Context: an optimization exercise on an open-source flow, tuned for small area. The choices shown serve that exercise and are no tape-out recipe.
In this exercise RTL edits were held to simulation tests only and were not proved equivalent to the original.
No driver is modelled on the clock port, so clock power and skew are understated where the tree is cut down; a real chip needs a root buffer or a tree.
Power and IR drop assume default switching activity.

==> run a: inputs <==
==> flow/design.v <==
package ambi_led_pkg;
    localparam int WS_TBIT    = 186;
    localparam int WS_T0H     = 59;
    localparam int WS_T1H     = 119;
    localparam int WS_TRST    = 41580;
    localparam int NUM_LED_UP = 78;
endpackage
module ws2812_tx_up (
    input  logic        clkn,
    input  logic        reset,
    input  logic        dv_RGB_in,
    input  logic [23:0] RGB_in,
    output logic        led_dout,
    output logic        busy,
    output logic        frame_done,
    output logic        drop
);
    localparam int NLED = ambi_led_pkg::NUM_LED_UP;    
    localparam int TBIT = ambi_led_pkg::WS_TBIT;       
    localparam int T0H  = ambi_led_pkg::WS_T0H;        
    localparam int T1H  = ambi_led_pkg::WS_T1H;        
    localparam int TRST = ambi_led_pkg::WS_TRST;       
    localparam logic [7:0] C_START = 8'd229;
    localparam logic [7:0] C_END_V = 8'd20,  C_END_M = 8'd95;
    localparam logic [7:0] C_T0_V  = 8'd41,  C_T0_M  = 8'd175;
    localparam logic [7:0] C_T1_V  = 8'd165, C_T1_M  = 8'd231;
    localparam logic [7:0] C_FD_V  = 8'd0,   C_FD_M  = 8'd11;
    localparam logic [6:0] Q_END_V = 7'd4,   Q_END_M = 7'd31;
    localparam logic [6:0] Q_ZERO_M = 7'd43;
    localparam logic [6:0] W_START = 7'd26;
    localparam logic [6:0] W_FD_M  = 7'd31;                                       
    logic [NLED*24-1:0] ring;
    logic [23:0]        tail;
    logic               busy_q, drop_q, dout_q, bitv_q;
    logic [6:0]         q_q;
    logic [7:0]         c_q;         
    logic [1:0]         jb_q;        
    logic [2:0]         jk_q;        
    logic [6:0]         w_q;         
    logic               launch, last, c_end, c_t0, c_t1, q_end, q_zero, w_inc, in_bits;
    logic               sel_bit, dout_set;
    assign tail    = ring[NLED*24-1 -: 24];
    assign c_end   = (c_q & C_END_M) == C_END_V;                                           
    assign c_t0    = (c_q & C_T0_M) == C_T0_V;                                             
    assign c_t1    = (c_q & C_T1_M) == C_T1_V;                                             
    assign q_end   = (q_q & Q_END_M) == Q_END_V;                                           
    assign q_zero  = (q_q & Q_ZERO_M) == 7'd0;                                             
    assign in_bits = !(((w_q & 7'd77) == 7'd0) || ((w_q & 7'd23) == 7'd4) ||
                       ((w_q & 7'd46) == 7'd8));                                           
    assign w_inc   = c_t0 && jb_q[1] && (jk_q == 3'd7);                                    
    assign launch  = !busy_q && dv_RGB_in && q_end;
    assign last    = busy_q && ((w_q & W_FD_M) == 7'd0) && jb_q[0]                        
                     && ((c_q & C_FD_M) == C_FD_V);                                        
    logic [7:0] sel_byte;
    always_comb begin
        case (jb_q)
            2'd0:    sel_byte = tail[15:8];
            2'd1:    sel_byte = tail[23:16];
            default: sel_byte = tail[7:0];
        endcase
        sel_bit = sel_byte[3'd7 - jk_q];
    end
    assign dout_set = launch || (busy_q && c_end && in_bits);
    logic        take;
    logic [23:0] head;
    assign take = !busy_q && dv_RGB_in;
    assign head = ({24{busy_q}} & tail) | ({24{take}} & RGB_in);
    always_ff @(negedge clkn) begin
        ring <= {ring[NLED*24-25:0], head};
    end
    always_ff @(negedge clkn) begin
        c_q <= (launch || c_end) ? C_START : {c_q[6:0], c_q[7] ^ c_q[6] ^ c_q[1] ^ c_q[0]};
        if (launch) begin
            jb_q <= '0;
            jk_q <= '0;
            w_q  <= W_START;
        end else if (c_t0) begin
            jk_q <= jk_q + 3'd1;
            if (w_inc) begin
                jb_q <= '0;
                w_q  <= {w_q[5:0], w_q[6] ^ w_q[3]};
            end else if (jk_q == 3'd7) begin
                jb_q <= jb_q + 2'd1;
            end
        end
        if (busy_q && q_zero) bitv_q <= sel_bit;
    end
    always_ff @(negedge clkn or posedge reset) begin
        if (reset) begin
            busy_q <= 1'b0;
            q_q    <= '0;
            drop_q <= 1'b0;
            dout_q <= 1'b0;
        end else begin
            busy_q <= launch || (busy_q && !last);
            if (last || (!busy_q && !dv_RGB_in)) q_q <= '0;
            else if (busy_q && w_inc)            q_q <= q_q;
            else if (q_end)                      q_q <= '0;
            else                                 q_q <= {q_q[5:0], ~(q_q[6] ^ q_q[5])};
            drop_q <= busy_q ? dv_RGB_in : (!dv_RGB_in && !q_zero);
            dout_q <= dout_set || (dout_q && !c_t1 && !(c_t0 && !bitv_q));
        end
    end
    assign led_dout   = dout_q;
    assign busy       = busy_q;
    assign frame_done = last;
    assign drop       = drop_q;
endmodule
==> flow/flow/run.sh <==
#!/bin/bash
# Own layout flow: the standard ORFS flow (standard.sh) with its own clock tree.
#  * The synthesised netlist clocks the non-reset flip-flops through one inverter
#    on clkn (sky130hd has no plain negative-edge flip-flop). ORFS's
#    repair_clock_inverters would clone that inverter next to every flip-flop;
#    here it stays a single inverter, sized up, at the root of the tree.
#  * flow/my_cts.tcl builds the clock tree in place of TritonCTS: one leaf
#    inverter (inv_16) per cluster of up to 44 nearby flip-flops, the leaves
#    grouped under 8 mid-level inverters (inv_12) driven by the root inverter.
#    Three inversions from clkn to every such flip-flop, as the one inverter
#    of the synthesised netlist gives.
#  * Logic gates that synthesis mapped at drive 2 or 4 start at drive 1.
# Everything else (synthesis, floorplan, placement, timing repair, routing,
# finishing) is the standard flow. Each tool's full output goes to the ORFS
# logs under orfs/logs and to standard_flow.log here.
set -euo pipefail
here=$(pwd)
export PRE_CTS_TCL=$here/flow/pre_cts.tcl
export CLK_INV_CELL=${CLK_INV_CELL:-sky130_fd_sc_hd__clkinv_16}
export MY_CTS_LEAF=${MY_CTS_LEAF:-44}
export MY_CTS_MID=${MY_CTS_MID:-8}
export MY_CTS_MID_CELL=${MY_CTS_MID_CELL:-sky130_fd_sc_hd__inv_12}
export MY_CTS_LEAF_CELL=${MY_CTS_LEAF_CELL:-sky130_fd_sc_hd__inv_16}
export BUFFER_PORTS_ARGS="-buffer_cell sky130_fd_sc_hd__buf_1"
bash standard.sh "${@:-finish}" > "$here/standard_flow.log" 2>&1
==> flow/flow/my_cts.tcl <==
# A plain two- or three-level clock tree for this design, built in place of
# TritonCTS (clock_tree_synthesis is redefined below, before cts.tcl calls it).
#
# The design has two clock nets: clkn itself, which clocks the few flip-flops
# with an asynchronous reset and the one clock inverter synthesis made, and the
# inverter's output, which clocks every other flip-flop. The inverter's sinks
# are split by recursive bisection of their placed locations into clusters of
# at most MY_CTS_LEAF sinks; each cluster gets one leaf cell (MY_CTS_LEAF_CELL)
# at its centroid. With MY_CTS_MID > 0 the leaf cells are grouped the same way
# under that many mid-level cells (MY_CTS_MID_CELL). Leaf and mid cells may be
# buffers or inverters, as long as they add an even number of inversions, so
# every flip-flop still sees the clock through the synthesised inverter's
# polarity. The clkn flip-flops get one buffer of their own, so the clock port
# drives only that buffer and the inverter.

proc my_cts_env {name default} {
  if {[info exists ::env($name)] && $::env($name) ne ""} { return $::env($name) }
  return $default
}

# items: list of {obj x y}; k clusters; returns list of clusters (lists of items)
proc my_cts_bisect {items k} {
  if {$k <= 1 || [llength $items] <= 1} { return [list $items] }
  set xs [lmap it $items {lindex $it 1}]
  set ys [lmap it $items {lindex $it 2}]
  set dx [expr {[tcl::mathfunc::max {*}$xs] - [tcl::mathfunc::min {*}$xs]}]
  set dy [expr {[tcl::mathfunc::max {*}$ys] - [tcl::mathfunc::min {*}$ys]}]
  set idx [expr {$dx >= $dy ? 1 : 2}]
  set sorted [lsort -integer -index $idx $items]
  set k1 [expr {$k / 2}]
  set n [llength $sorted]
  set n1 [expr {int(round(double($n) * $k1 / $k))}]
  return [concat [my_cts_bisect [lrange $sorted 0 [expr {$n1 - 1}]] $k1] \
                 [my_cts_bisect [lrange $sorted $n1 end] [expr {$k - $k1}]]]
}

proc my_cts_center {items} {
  set sx 0.0; set sy 0.0
  foreach it $items { set sx [expr {$sx + [lindex $it 1]}]; set sy [expr {$sy + [lindex $it 2]}] }
  set n [llength $items]
  return [list [expr {int($sx / $n)}] [expr {int($sy / $n)}]]
}

set ::my_cts_count 0
# Drive the items' pins (item obj = dbITerm) from a new buffer at their centroid,
# whose input joins net in_net. Returns the new buffer's input item {iterm x y}.
proc my_cts_buffer {items master in_net prefix} {
  set block [ord::get_db_block]
  set i [incr ::my_cts_count]
  set sta_inst [make_instance "${prefix}_$i" [$master getName]]
  set sta_net [make_net "${prefix}net_$i"]
  set name [get_full_name $sta_inst]
  set nname [get_full_name $sta_net]
  foreach it $items {
    set iterm [lindex $it 0]
    set pin "[[$iterm getInst] getName]/[[$iterm getMTerm] getName]"
    disconnect_pin [get_nets [[$iterm getNet] getName]] [get_pins $pin]
    connect_pin $sta_net [get_pins $pin]
  }
  set in_pin ""; set out_pin ""
  foreach mterm [$master getMTerms] {
    if {[$mterm getSigType] ne "SIGNAL"} continue
    if {[$mterm getIoType] eq "INPUT"} { set in_pin [$mterm getName] }
    if {[$mterm getIoType] eq "OUTPUT"} { set out_pin [$mterm getName] }
  }
  connect_pin $sta_net [get_pins $name/$out_pin]
  connect_pin [get_nets [$in_net getName]] [get_pins $name/$in_pin]
  set inst [$block findInst $name]
  [$block findNet $nname] setSigType CLOCK
  lassign [my_cts_center $items] x y
  set w [$master getWidth]
  $inst setLocation [expr {$x - $w / 2}] $y
  $inst setPlacementStatus PLACED
  return [list [$inst findITerm $in_pin] $x $y]
}

proc my_cts_sinks {net} {
  set sinks {}
  foreach iterm [$net getITerms] {
    if {[$iterm isInputSignal] || [$iterm getIoType] eq "INPUT"} {
      set inst [$iterm getInst]
      set box [$inst getBBox]
      lappend sinks [list $iterm [expr {([$box xMin] + [$box xMax]) / 2}] [expr {([$box yMin] + [$box yMax]) / 2}]]
    }
  }
  return $sinks
}

proc clock_tree_synthesis {args} {
  set db [ord::get_db]
  set block [ord::get_db_block]
  set leaf_size [my_cts_env MY_CTS_LEAF 40]
  set mid [my_cts_env MY_CTS_MID 0]
  set leaf_m [$db findMaster [my_cts_env MY_CTS_LEAF_CELL sky130_fd_sc_hd__clkbuf_16]]
  set mid_m [$db findMaster [my_cts_env MY_CTS_MID_CELL sky130_fd_sc_hd__clkbuf_16]]
  set port_m [$db findMaster [my_cts_env MY_CTS_PORT_CELL sky130_fd_sc_hd__clkbuf_4]]
  set n_inv [expr {[string match "*inv*" [$leaf_m getName]] + ($mid > 0 ? [string match "*inv*" [$mid_m getName]] : 0)}]
  if {$n_inv % 2 != 0} { error "my_cts: leaf and mid cells would invert the clock" }
  set clk [$block findNet clkn]
  $clk setSigType CLOCK
  # The inverter on clkn and its output net.
  set inv ""
  foreach iterm [$clk getITerms] {
    set inst [$iterm getInst]
    if {[string match "*inv*" [[$inst getMaster] getName]]} { set inv $inst }
  }
  if {$inv eq ""} { error "my_cts: no clock inverter on clkn" }
  set inv_out [[$inv findITerm Y] getNet]
  $inv_out setSigType CLOCK
  # Leaves under the inverter.
  set sinks [my_cts_sinks $inv_out]
  set k [expr {([llength $sinks] + $leaf_size - 1) / $leaf_size}]
  set leaves {}
  foreach c [my_cts_bisect $sinks $k] {
    lappend leaves [my_cts_buffer $c $leaf_m $inv_out clkleaf]
  }
  if {$mid > 0} {
    foreach g [my_cts_bisect $leaves $mid] {
      my_cts_buffer $g $mid_m $inv_out clkmid
    }
  }
  # The flip-flops on clkn itself get one buffer, the inverter stays on the port.
  set ffs {}
  foreach s [my_cts_sinks $clk] {
    if {[[lindex $s 0] getInst] ne $inv} { lappend ffs $s }
  }
  if {[llength $ffs] > 0} { my_cts_buffer $ffs $port_m $clk clkport }
  # Put the inverter in the middle of what it drives.
  lassign [my_cts_center [my_cts_sinks $inv_out]] x y
  $inv setLocation $x $y
  puts "my_cts: [llength $sinks] sinks, $k [$leaf_m getName] leaves, $mid [$mid_m getName] mids, [llength $ffs] flip-flops on clkn"
}
==> flow/flow/pre_cts.tcl <==
# Runs in ORFS's cts.tcl before its clock_tree_synthesis call.
# Keep the single clock inverter from synthesis (no per-flip-flop clones), give
# it the drive of a clock-tree root, and replace TritonCTS by my_cts.tcl's tree.
proc repair_clock_inverters {args} {
  puts "pre_cts.tcl: repair_clock_inverters skipped"
}
set clk_net [get_nets clkn]
foreach pin [get_pins -of_objects $clk_net -filter "direction==input"] {
  set inst [get_cells -of_objects $pin]
  if {[string match "*inv*" [get_property $inst ref_name]]} {
    puts "pre_cts.tcl: clock inverter [get_full_name $inst] -> $::env(CLK_INV_CELL)"
    replace_cell $inst $::env(CLK_INV_CELL)
  }
}
source [file join [file dirname [info script]] my_cts.tcl]

# Synthesis maps a few gates at drive 2 or 4 though every path has over a
# nanosecond of slack; use drive 1 (or 0) of the same function instead. The
# timing repair that follows CTS and global routing sizes up again wherever
# it is needed. Registers, buffers and clock cells are left alone.
set n_down 0
foreach inst [[ord::get_db_block] getInsts] {
  set m [[$inst getMaster] getName]
  if {![regexp {^(sky130_fd_sc_hd__([a-z0-9]+))_([0-9]+)$} $m -> base func drive]} continue
  if {$drive < 2} continue
  if {[regexp {^(df|edf|sdf|dl|buf|clk|inv|conb|tap|fill|decap|dly)} $func]} continue
  foreach d {0 1} {
    set small [[ord::get_db] findMaster "${base}_$d"]
    if {$small ne "NULL" && [$small getWidth] < [[$inst getMaster] getWidth]} {
      replace_cell [get_cells [$inst getName]] "${base}_$d"
      incr n_down
      break
    }
  }
}
puts "pre_cts.tcl: $n_down gates set to drive 0/1"
==> flow/standard.sh <==
#!/bin/bash
# synth_recipe.tcl (not shown) runs the flow's synth.tcl, then flattens the netlist and writes it again
# the make line also repeats each setting of config.mk as NAME=value (left out here)
make -C /OpenROAD-flow-scripts/flow DESIGN_CONFIG=/design/flow/config.mk WORK_HOME=/design/flow/orfs CLKGATE_MAP_FILE= SYNTH_SCRIPT=/design/flow/synth_recipe.tcl "${@:-finish}"
==> flow/config.mk <==
export PLATFORM = sky130hd
export DESIGN_NAME = ws2812_tx_up
export DESIGN_NICKNAME = ws2812_tx_up
export VERILOG_FILES = /design/flow/design.v
export SDC_FILE = /design/flow/constraint.sdc
export NUM_CORES = 4
export LEC_CHECK = 0
export CAP_MARGIN = 20
export CORE_MARGIN = 2
export CORE_UTILIZATION = 65
export SLEW_MARGIN = 20
==> flow/constraint.sdc <==
create_clock -name core_clock -period 12.0 [get_ports {clkn}]
set_input_delay 2.4000 -clock core_clock [delete_from_list [all_inputs] [get_ports {clkn}]]
set_output_delay 2.4000 -clock core_clock [all_outputs]
set_load 0.01 [all_outputs]
==> run b (differences from run a) <==
--- a/flow/flow/run.sh
+++ b/flow/flow/run.sh
@@ -7,7 +7,4 @@
 #  * flow/my_cts.tcl builds the clock tree in place of TritonCTS: one leaf
-#    inverter (inv_16) per cluster of up to 44 nearby flip-flops, the leaves
-#    grouped under 8 mid-level inverters (inv_12) driven by the root inverter.
-#    Three inversions from clkn to every such flip-flop, as the one inverter
-#    of the synthesised netlist gives.
-#  * Logic gates that synthesis mapped at drive 2 or 4 start at drive 1.
+#    buffer (buf_12) per cluster of up to 32 nearby flip-flops, driven by the
+#    inverter.
 # Everything else (synthesis, floorplan, placement, timing repair, routing,
@@ -19,6 +16,5 @@
 export CLK_INV_CELL=${CLK_INV_CELL:-sky130_fd_sc_hd__clkinv_16}
-export MY_CTS_LEAF=${MY_CTS_LEAF:-44}
-export MY_CTS_MID=${MY_CTS_MID:-8}
-export MY_CTS_MID_CELL=${MY_CTS_MID_CELL:-sky130_fd_sc_hd__inv_12}
-export MY_CTS_LEAF_CELL=${MY_CTS_LEAF_CELL:-sky130_fd_sc_hd__inv_16}
+export MY_CTS_LEAF=${MY_CTS_LEAF:-32}
+export MY_CTS_MID=${MY_CTS_MID:-0}
+export MY_CTS_LEAF_CELL=${MY_CTS_LEAF_CELL:-sky130_fd_sc_hd__buf_12}
 export BUFFER_PORTS_ARGS="-buffer_cell sky130_fd_sc_hd__buf_1"
--- a/flow/flow/my_cts.tcl
+++ b/flow/flow/my_cts.tcl
@@ -7,9 +7,6 @@
 # are split by recursive bisection of their placed locations into clusters of
-# at most MY_CTS_LEAF sinks; each cluster gets one leaf cell (MY_CTS_LEAF_CELL)
-# at its centroid. With MY_CTS_MID > 0 the leaf cells are grouped the same way
-# under that many mid-level cells (MY_CTS_MID_CELL). Leaf and mid cells may be
-# buffers or inverters, as long as they add an even number of inversions, so
-# every flip-flop still sees the clock through the synthesised inverter's
-# polarity. The clkn flip-flops get one buffer of their own, so the clock port
-# drives only that buffer and the inverter.
+# at most MY_CTS_LEAF sinks; each cluster gets one leaf buffer at its centroid.
+# With MY_CTS_MID > 0 the leaf buffers are grouped the same way under that many
+# mid-level buffers. The clkn flip-flops get one buffer of their own, so the
+# clock port drives only that buffer and the inverter.
 
@@ -96,4 +93,2 @@
   set port_m [$db findMaster [my_cts_env MY_CTS_PORT_CELL sky130_fd_sc_hd__clkbuf_4]]
-  set n_inv [expr {[string match "*inv*" [$leaf_m getName]] + ($mid > 0 ? [string match "*inv*" [$mid_m getName]] : 0)}]
-  if {$n_inv % 2 != 0} { error "my_cts: leaf and mid cells would invert the clock" }
   set clk [$block findNet clkn]
@@ -130,3 +125,3 @@
   $inv setLocation $x $y
-  puts "my_cts: [llength $sinks] sinks, $k [$leaf_m getName] leaves, $mid [$mid_m getName] mids, [llength $ffs] flip-flops on clkn"
+  puts "my_cts: [llength $sinks] sinks, $k leaf buffers, $mid mid buffers, [llength $ffs] flip-flops on clkn"
 }
--- a/flow/flow/pre_cts.tcl
+++ b/flow/flow/pre_cts.tcl
@@ -16,4 +16,4 @@
 
-# Synthesis maps a few gates at drive 2 or 4 though every path has over a
-# nanosecond of slack; use drive 1 (or 0) of the same function instead. The
+# Synthesis maps a few gates at drive 2 or 4 though the design has hours of
+# slack at this clock; use drive 1 (or 0) of the same function instead. The
 # timing repair that follows CTS and global routing sizes up again wherever
==> run c (differences from run a) <==
==> flow/design.v, changed modules only <==
module ws2812_tx_up (
    input  logic        clkn,
    input  logic        reset,
    input  logic        dv_RGB_in,
    input  logic [23:0] RGB_in,
    output logic        led_dout,
    output logic        busy,
    output logic        frame_done,
    output logic        drop
);
    localparam int NLED = ambi_led_pkg::NUM_LED_UP;    
    localparam int TBIT = ambi_led_pkg::WS_TBIT;       
    localparam int T0H  = ambi_led_pkg::WS_T0H;        
    localparam int T1H  = ambi_led_pkg::WS_T1H;        
    localparam int TRST = ambi_led_pkg::WS_TRST;       
    localparam logic [7:0] C_START = 8'd229;
    localparam logic [7:0] C_END_V = 8'd20,  C_END_M = 8'd95;
    localparam logic [7:0] C_T0_V  = 8'd41,  C_T0_M  = 8'd175;
    localparam logic [7:0] C_T1_V  = 8'd165, C_T1_M  = 8'd231;
    localparam logic [7:0] C_FD_V  = 8'd0,   C_FD_M  = 8'd11;
    localparam logic [6:0] Q_END_V = 7'd4,   Q_END_M = 7'd31;
    localparam logic [6:0] Q_ZERO_M = 7'd43;
    localparam logic [4:0] J_START = 5'd5;
    localparam logic [4:0] J_END_M = 5'd11;                                       
    localparam logic [4:0] J_FD_M  = 5'd9;                                        
    localparam logic [6:0] W_START = 7'd26;
    localparam logic [6:0] W_FD_M  = 7'd31;                                       
    logic [NLED*24-1:0] ring;
    logic [23:0]        tail;
    logic               busy_q, drop_q, dout_q, bitv_q;
    logic [6:0]         q_q;
    logic [7:0]         c_q;         
    logic [4:0]         j_q;         
    logic [6:0]         w_q;         
    logic               launch, last, c_end, c_t0, c_t1, q_end, q_zero, w_inc, in_bits;
    logic               sel_bit, dout_set;
    assign tail    = ring[NLED*24-1 -: 24];
    assign c_end   = (c_q & C_END_M) == C_END_V;                                           
    assign c_t0    = (c_q & C_T0_M) == C_T0_V;                                             
    assign c_t1    = (c_q & C_T1_M) == C_T1_V;                                             
    assign q_end   = (q_q & Q_END_M) == Q_END_V;                                           
    assign q_zero  = (q_q & Q_ZERO_M) == 7'd0;                                             
    assign in_bits = !(((w_q & 7'd77) == 7'd0) || ((w_q & 7'd23) == 7'd4) ||
                       ((w_q & 7'd46) == 7'd8));                                           
    assign w_inc   = c_t0 && ((j_q & J_END_M) == 5'd0);                                    
    assign launch  = !busy_q && dv_RGB_in && q_end;
    assign last    = busy_q && ((w_q & W_FD_M) == 7'd0) && ((j_q & J_FD_M) == 5'd0)      
                     && ((c_q & C_FD_M) == C_FD_V);                                        
    always_comb begin
        case (j_q)
            5'd5:    sel_bit = tail[15];
            5'd10:   sel_bit = tail[14];
            5'd21:   sel_bit = tail[13];
            5'd11:   sel_bit = tail[12];
            5'd23:   sel_bit = tail[11];
            5'd14:   sel_bit = tail[10];
            5'd29:   sel_bit = tail[9];
            5'd27:   sel_bit = tail[8];
            5'd22:   sel_bit = tail[23];
            5'd12:   sel_bit = tail[22];
            5'd24:   sel_bit = tail[21];
            5'd17:   sel_bit = tail[20];
            5'd3:    sel_bit = tail[19];
            5'd7:    sel_bit = tail[18];
            5'd15:   sel_bit = tail[17];
            5'd31:   sel_bit = tail[16];
            5'd30:   sel_bit = tail[7];
            5'd28:   sel_bit = tail[6];
            5'd25:   sel_bit = tail[5];
            5'd19:   sel_bit = tail[4];
            5'd6:    sel_bit = tail[3];
            5'd13:   sel_bit = tail[2];
            5'd26:   sel_bit = tail[1];
            default: sel_bit = tail[0];    
        endcase
    end
    assign dout_set = launch || (busy_q && c_end && in_bits);
    always_ff @(negedge clkn) begin
        ring <= {ring[NLED*24-25:0], busy_q ? tail : RGB_in};
    end
    always_ff @(negedge clkn) begin
        c_q <= (launch || c_end) ? C_START : {c_q[6:0], c_q[7] ^ c_q[6] ^ c_q[1] ^ c_q[0]};
        if (launch) begin
            j_q <= J_START;
            w_q <= W_START;
        end else if (w_inc) begin
            j_q <= J_START;
            w_q <= {w_q[5:0], w_q[6] ^ w_q[3]};
        end else if (c_t0) begin
            j_q <= {j_q[3:0], j_q[4] ^ j_q[1]};
        end
        if (busy_q && q_zero) bitv_q <= sel_bit;
    end
    always_ff @(negedge clkn or posedge reset) begin
        if (reset) begin
            busy_q <= 1'b0;
            q_q    <= '0;
            drop_q <= 1'b0;
            dout_q <= 1'b0;
        end else begin
            busy_q <= launch || (busy_q && !last);
            if (last || (!busy_q && !dv_RGB_in)) q_q <= '0;
            else if (busy_q && w_inc)            q_q <= q_q;
            else if (q_end)                      q_q <= '0;
            else                                 q_q <= {q_q[5:0], ~(q_q[6] ^ q_q[5])};
            drop_q <= busy_q ? dv_RGB_in : (!dv_RGB_in && !q_zero);
            dout_q <= dout_set || (dout_q && !c_t1 && !(c_t0 && !bitv_q));
        end
    end
    assign led_dout   = dout_q;
    assign busy       = busy_q;
    assign frame_done = last;
    assign drop       = drop_q;
endmodule
--- a/flow/flow/run.sh
+++ b/flow/flow/run.sh
@@ -7,7 +7,4 @@
 #  * flow/my_cts.tcl builds the clock tree in place of TritonCTS: one leaf
-#    inverter (inv_16) per cluster of up to 44 nearby flip-flops, the leaves
-#    grouped under 8 mid-level inverters (inv_12) driven by the root inverter.
-#    Three inversions from clkn to every such flip-flop, as the one inverter
-#    of the synthesised netlist gives.
-#  * Logic gates that synthesis mapped at drive 2 or 4 start at drive 1.
+#    buffer (buf_12) per cluster of up to 32 nearby flip-flops, driven by the
+#    inverter.
 # Everything else (synthesis, floorplan, placement, timing repair, routing,
@@ -19,6 +16,5 @@
 export CLK_INV_CELL=${CLK_INV_CELL:-sky130_fd_sc_hd__clkinv_16}
-export MY_CTS_LEAF=${MY_CTS_LEAF:-44}
-export MY_CTS_MID=${MY_CTS_MID:-8}
-export MY_CTS_MID_CELL=${MY_CTS_MID_CELL:-sky130_fd_sc_hd__inv_12}
-export MY_CTS_LEAF_CELL=${MY_CTS_LEAF_CELL:-sky130_fd_sc_hd__inv_16}
+export MY_CTS_LEAF=${MY_CTS_LEAF:-32}
+export MY_CTS_MID=${MY_CTS_MID:-0}
+export MY_CTS_LEAF_CELL=${MY_CTS_LEAF_CELL:-sky130_fd_sc_hd__buf_12}
 export BUFFER_PORTS_ARGS="-buffer_cell sky130_fd_sc_hd__buf_1"
--- a/flow/flow/my_cts.tcl
+++ b/flow/flow/my_cts.tcl
@@ -7,9 +7,6 @@
 # are split by recursive bisection of their placed locations into clusters of
-# at most MY_CTS_LEAF sinks; each cluster gets one leaf cell (MY_CTS_LEAF_CELL)
-# at its centroid. With MY_CTS_MID > 0 the leaf cells are grouped the same way
-# under that many mid-level cells (MY_CTS_MID_CELL). Leaf and mid cells may be
-# buffers or inverters, as long as they add an even number of inversions, so
-# every flip-flop still sees the clock through the synthesised inverter's
-# polarity. The clkn flip-flops get one buffer of their own, so the clock port
-# drives only that buffer and the inverter.
+# at most MY_CTS_LEAF sinks; each cluster gets one leaf buffer at its centroid.
+# With MY_CTS_MID > 0 the leaf buffers are grouped the same way under that many
+# mid-level buffers. The clkn flip-flops get one buffer of their own, so the
+# clock port drives only that buffer and the inverter.
 
@@ -96,4 +93,2 @@
   set port_m [$db findMaster [my_cts_env MY_CTS_PORT_CELL sky130_fd_sc_hd__clkbuf_4]]
-  set n_inv [expr {[string match "*inv*" [$leaf_m getName]] + ($mid > 0 ? [string match "*inv*" [$mid_m getName]] : 0)}]
-  if {$n_inv % 2 != 0} { error "my_cts: leaf and mid cells would invert the clock" }
   set clk [$block findNet clkn]
@@ -130,3 +125,3 @@
   $inv setLocation $x $y
-  puts "my_cts: [llength $sinks] sinks, $k [$leaf_m getName] leaves, $mid [$mid_m getName] mids, [llength $ffs] flip-flops on clkn"
+  puts "my_cts: [llength $sinks] sinks, $k leaf buffers, $mid mid buffers, [llength $ffs] flip-flops on clkn"
 }
==> flow/flow/pre_cts.tcl (replaced) <==
# Runs in ORFS's cts.tcl before its clock_tree_synthesis call.
# Keep the single clock inverter from synthesis (no per-flip-flop clones), give
# it the drive of a clock-tree root, and replace TritonCTS by my_cts.tcl's tree.
proc repair_clock_inverters {args} {
  puts "pre_cts.tcl: repair_clock_inverters skipped"
}
set clk_net [get_nets clkn]
foreach pin [get_pins -of_objects $clk_net -filter "direction==input"] {
  set inst [get_cells -of_objects $pin]
  if {[string match "*inv*" [get_property $inst ref_name]]} {
    puts "pre_cts.tcl: clock inverter [get_full_name $inst] -> $::env(CLK_INV_CELL)"
    replace_cell $inst $::env(CLK_INV_CELL)
  }
}
source [file join [file dirname [info script]] my_cts.tcl]
==> comparison table <==
Result of the run: run b no timing/DRC/antenna violations; run c no timing/DRC/antenna violations; run a no timing/DRC/antenna violations
Count of cells along the worst hold path: run b 0; run c 3; run a 0
Multi-input gate count: run b 141; run c 153; run a 141
Met1 track demand over resource: run b 0.2116; run c 0.2044; run a 0.2128
Fraction of power consumed by the clock network: run b 0.272; run c 0.267; run a 0.258
Sequential share of power: run b 0.724; run c 0.719; run a 0.738
Tightest hold margin: run b 328.7 ps; run c 316.3 ps; run a 309.8 ps
Clock latency reported for the late side of the worst-skew pair: run b 630 ps; run c 640 ps; run a 450 ps
Total global routing track utilization: run b 0.1234; run c 0.1227; run a 0.1232
Endpoint with the worst hold slack: run b ring[957]; run c w_q[2]; run a ring[176]
Number of cells on the critical path: run b 3; run c 4; run a 3
Last weighted congestion value of the routability-driven placer: run b 0.7681; run c 0.6789; run a 0.7681
Post-Synth Simple-Gate Area: run b 0.008751; run c 0.01093; run a 0.008751
Share of cells above drive strength 1: run b 0.03026; run c 0.04312; run a 0.02664
Length of routed wiring on met1: run b 22.40 mm; run c 21.67 mm; run a 22.56 mm
Total leakage power: run b 16.55 nW; run c 16.53 nW; run a 16.48 nW
Relative slew slack: run b 0.6386; run c 0.4934; run a 0.6581
In every run of this note, the design's own scripts or RTL, not TritonCTS, make the clock network.
